This is an optimization exercise on Yosys and OpenROAD, whose aim is small area, a short achievable clock period and few clock cycles per item, not a production implementation.
RTL that was checked went through simulation tests only; none was proved equivalent to the original.

== job 6115 ==
==> flow/design.v <==
module chacha_block_engine #(
  parameter int ROUNDS       = 20,
  parameter int QR_PER_CYCLE = 4
) (
  input  logic         clk,
  input  logic         rst,
  input  logic         in_valid,
  output logic         in_ready,
  input  logic [255:0] key,
  input  logic [95:0]  nonce,
  input  logic [31:0]  counter,
  input  logic         next,
  output logic         ctr_wrap,
  output logic [511:0] ks,
  output logic         out_valid,
  input  logic         out_ready
);
  localparam int RC_W = $clog2(ROUNDS);
  localparam logic [RC_W-1:0] RC_LAST = ROUNDS - 1;
  localparam logic [127:0] SIGMA = {32'h6b206574, 32'h79622d32, 32'h3320646e, 32'h61707865};
  function automatic logic [31:0] rotl(input logic [31:0] v, input int sh);
    rotl = (v << sh) | (v >> (32 - sh));
  endfunction
  function automatic logic [31:0] add32(input logic [31:0] a, input logic [31:0] b);
    logic [31:0] g, p, gg, pp, g2, p2;
    g = a & b; p = a ^ b; gg = g; pp = p;
    for (int l = 0; l < 5; l++) begin
      g2 = gg; p2 = pp;
      for (int i = 0; i < 32; i++) begin
        if ((i >> l) & 1) begin
          g2[i] = gg[i] | (pp[i] & gg[((i >> l) << l) - 1]);
          p2[i] = pp[i] & pp[((i >> l) << l) - 1];
        end
      end
      gg = g2; pp = p2;
    end
    add32 = p ^ {gg[30:0], 1'b0};
  endfunction
  function automatic logic [31:0] add32_small(input logic [31:0] a, input logic [31:0] b);
    logic [31:0] g, p;
    logic [7:0]  bg, bp;
    logic [8:0]  bc;
    logic        c;
    g = a & b; p = a ^ b;
    for (int k = 0; k < 8; k++) begin
      bg[k] = g[4*k+3] | (p[4*k+3] & (g[4*k+2] | (p[4*k+2] & (g[4*k+1] | (p[4*k+1] & g[4*k])))));
      bp[k] = &p[4*k +: 4];
    end
    bc[0] = 1'b0;
    for (int k = 0; k < 8; k++) bc[k+1] = bg[k] | (bp[k] & bc[k]);
    for (int k = 0; k < 8; k++) begin
      c = bc[k];
      for (int i = 0; i < 4; i++) begin
        add32_small[4*k+i] = p[4*k+i] ^ c;
        c = g[4*k+i] | (p[4*k+i] & c);
      end
    end
  endfunction
  function automatic logic [127:0] quarter_round(input logic [31:0] a_b_i, b_i, c_i, d_i);
    logic [31:0] a, b, c, d;
    a = a_b_i;            d = rotl(d_i ^ a, 16);
    c = add32(c_i, d);    b = rotl(b_i ^ c, 12);
    a = add32(a, b);      d = rotl(d ^ a, 8);
    c = add32(c, d);      b = rotl(b ^ c, 7);
    quarter_round = {d, c, b, a};
  endfunction
  logic [511:0]    work_q, work_d, init_s, round_in;
  logic [31:0]     ctr_inc;
  logic [255:0]    key_q;
  logic [95:0]     nonce_q;
  logic [31:0]     ctr_q;
  logic [RC_W-1:0] rc_q;
  logic            ld_q, run_q, done_q, primed_q, wrap_q;
  logic            start, start_next;
  always_comb begin
    logic [511:0] qo;
    logic [127:0] qr_out;
    logic [31:0]  ab_run, ab_init;
    for (int k = 0; k < 4; k++) begin
      ab_run  = add32(work_q[32*k +: 32], work_q[32*(4+k) +: 32]);
      ab_init = add32_small(SIGMA[32*k +: 32], key_q[32*k +: 32]);
      qr_out = quarter_round(run_q ? ab_run : ab_init, round_in[32*(4+k) +: 32],
                             round_in[32*(8+k) +: 32], round_in[32*(12+k) +: 32]);
      for (int r = 0; r < 4; r++) qo[32*(4*r+k) +: 32] = qr_out[32*r +: 32];
    end
    for (int r = 0; r < 4; r++)
      for (int j = 0; j < 4; j++)
        work_d[32*(4*r+j) +: 32] = qo[32*(4*r+((r-j+4)%4)) +: 32];
  end
  assign start      = in_ready && (in_valid || (next && primed_q));
  assign start_next = start && !in_valid;
  assign ctr_wrap   = wrap_q;
  assign init_s    = {nonce_q, ctr_q, key_q, SIGMA};
  assign ctr_inc   = ctr_q + 32'd1;
  assign round_in  = run_q ? work_q : {nonce_q, ld_q ? ctr_q : ctr_inc, key_q, SIGMA};
  assign in_ready  = !ld_q && !run_q && (!done_q || out_ready);
  assign out_valid = done_q;
  always_ff @(posedge clk or posedge rst) begin
    if (rst) begin
      ld_q     <= 1'b0;
      run_q    <= 1'b0;
      done_q   <= 1'b0;
      primed_q <= 1'b0;
      wrap_q   <= 1'b0;
      rc_q     <= '0;
    end else begin
      ld_q <= start && in_valid;
      if (start) begin
        run_q    <= !in_valid;
        done_q   <= 1'b0;
        primed_q <= 1'b1;
        wrap_q   <= in_valid ? 1'b0 : (wrap_q | (ctr_q == 32'hFFFF_FFFF));
        rc_q     <= RC_W'(1);
      end else if (ld_q) begin
        run_q <= 1'b1;
      end else if (run_q) begin
        rc_q <= rc_q + 1'b1;
        if (rc_q == RC_LAST) begin
          run_q  <= 1'b0;
          done_q <= 1'b1;
        end
      end else if (out_ready) begin
        done_q <= 1'b0;
      end
    end
  end
  always_ff @(posedge clk) begin
    if (start) begin
      if (in_valid) begin
        key_q   <= key;
        nonce_q <= nonce;
        ctr_q   <= counter;
      end else begin
        ctr_q   <= ctr_inc;
      end
    end
    if (start_next || ld_q || run_q) work_q <= work_d;
  end
  always_comb begin
    for (int i = 0; i < 16; i++) ks[32*i +: 32] = add32_small(work_q[32*i +: 32], init_s[32*i +: 32]);
  end
endmodule
==> flow/config.mk <==
export PLATFORM = sky130hd
export DESIGN_NAME = chacha_block_engine
export DESIGN_NICKNAME = chacha_block_engine
export VERILOG_FILES = /design/flow/design.v
export SDC_FILE = /design/flow/constraint.sdc
export NUM_CORES = 4
export LEC_CHECK = 0
export ABC_AREA = 1
export CAP_MARGIN = 40
export CORE_MARGIN = 2
export CORE_UTILIZATION = 50
export CTS_BUF_LIST = sky130_fd_sc_hd__clkbuf_8
export GPL_ROUTABILITY_DRIVEN = 1
export PLACE_DENSITY = 0.65
export SETUP_SLACK_MARGIN = 3.5
export SLEW_MARGIN = 40
==> flow/constraint.sdc <==
create_clock -name core_clock -period 13.5 [get_ports {clk}]
set_input_delay 2.7000 -clock core_clock [delete_from_list [all_inputs] [get_ports {clk}]]
set_output_delay 2.7000 -clock core_clock [all_outputs]
set_load 0.01 [all_outputs]
standard.sh (not shown) runs the stock make flow with config.mk's settings and CLKGATE_MAP_FILE= SYNTH_SCRIPT=/design/flow/synth_recipe.tcl, a recipe that flattens the netlist after the stock synthesis.
==> flow/flow/run.sh <==
#!/bin/bash
export BUFFER_PORTS_ARGS="-buffer_cell sky130_fd_sc_hd__buf_1"
bash standard.sh > standard.log 2>&1
Testbench counts of job 6115, summed over its fixed seeds: cycles 10,280, items 512.
#### Input delta (job 4380 over job 6115)
--- a/flow/design.v
+++ b/flow/design.v
@@ -79,5 +79,5 @@
     for (int k = 0; k < 4; k++) begin
       ab_run  = add32(work_q[32*k +: 32], work_q[32*(4+k) +: 32]);
-      ab_init = add32_small(SIGMA[32*k +: 32], key_q[32*k +: 32]);
+      ab_init = add32(SIGMA[32*k +: 32], key_q[32*k +: 32]);
       qr_out = quarter_round(run_q ? ab_run : ab_init, round_in[32*(4+k) +: 32],
                              round_in[32*(8+k) +: 32], round_in[32*(12+k) +: 32]);
==> comparison <==
The more densely filled core belongs to job 4380, not job 6115. The final design area excluding fillers in job 4380 sits 730 um2 above the value recorded for job 6115. [job 4380 vs job 6115] setup slack: higher in job 4380. Side by side, layout net count turned out higher in job 4380 than in job 6115. Taking job 6115 as the reference point, the overall global routing resource usage of job 4380 rises by 2.6 points. Diff job 4380..job 6115 | number of filler cells placed in the layout | negligible. Going from job 6115 to job 4380, number of antenna repair diodes now sits higher, number of setup buffers added after CTS now sits higher, via count now sits higher. Job 4380 ended up with a lower register share of the cell area than job 6115 did.
For job 4380, only the layout was checked, not whether the RTL still works.

afterwards: timing with drivers on the ports:
No port has a modelled driver above. Below, the same layouts with a new extraction and two added sets of constraints.
Step 1, drivers: a clkbuf_16 drives clk and a buf_2 each remaining input, both assumed.
Step 2 adds t to the input delays and takes it off the output delays; t is the mean of the earliest and latest rising clock arrival at the registers after step 1. Input paths then give back, and output paths get back, about the clock's delay inside the block.
Slacks: ideal / step 1 / step 2; pairs: ideal / step 1.
| run | t, ns | setup slack, ns | clock arrival spread, ns |
|---|---|---|---|
| job 6115 | 1.041 | 3.593 / 3.593 / 3.593 | 0.068 / 0.068 |
| job 4380 | 1.079 | 3.642 / 3.642 / 3.642 | 0.087 / 0.087 |
After both steps setup and hold are still met in every run listed.
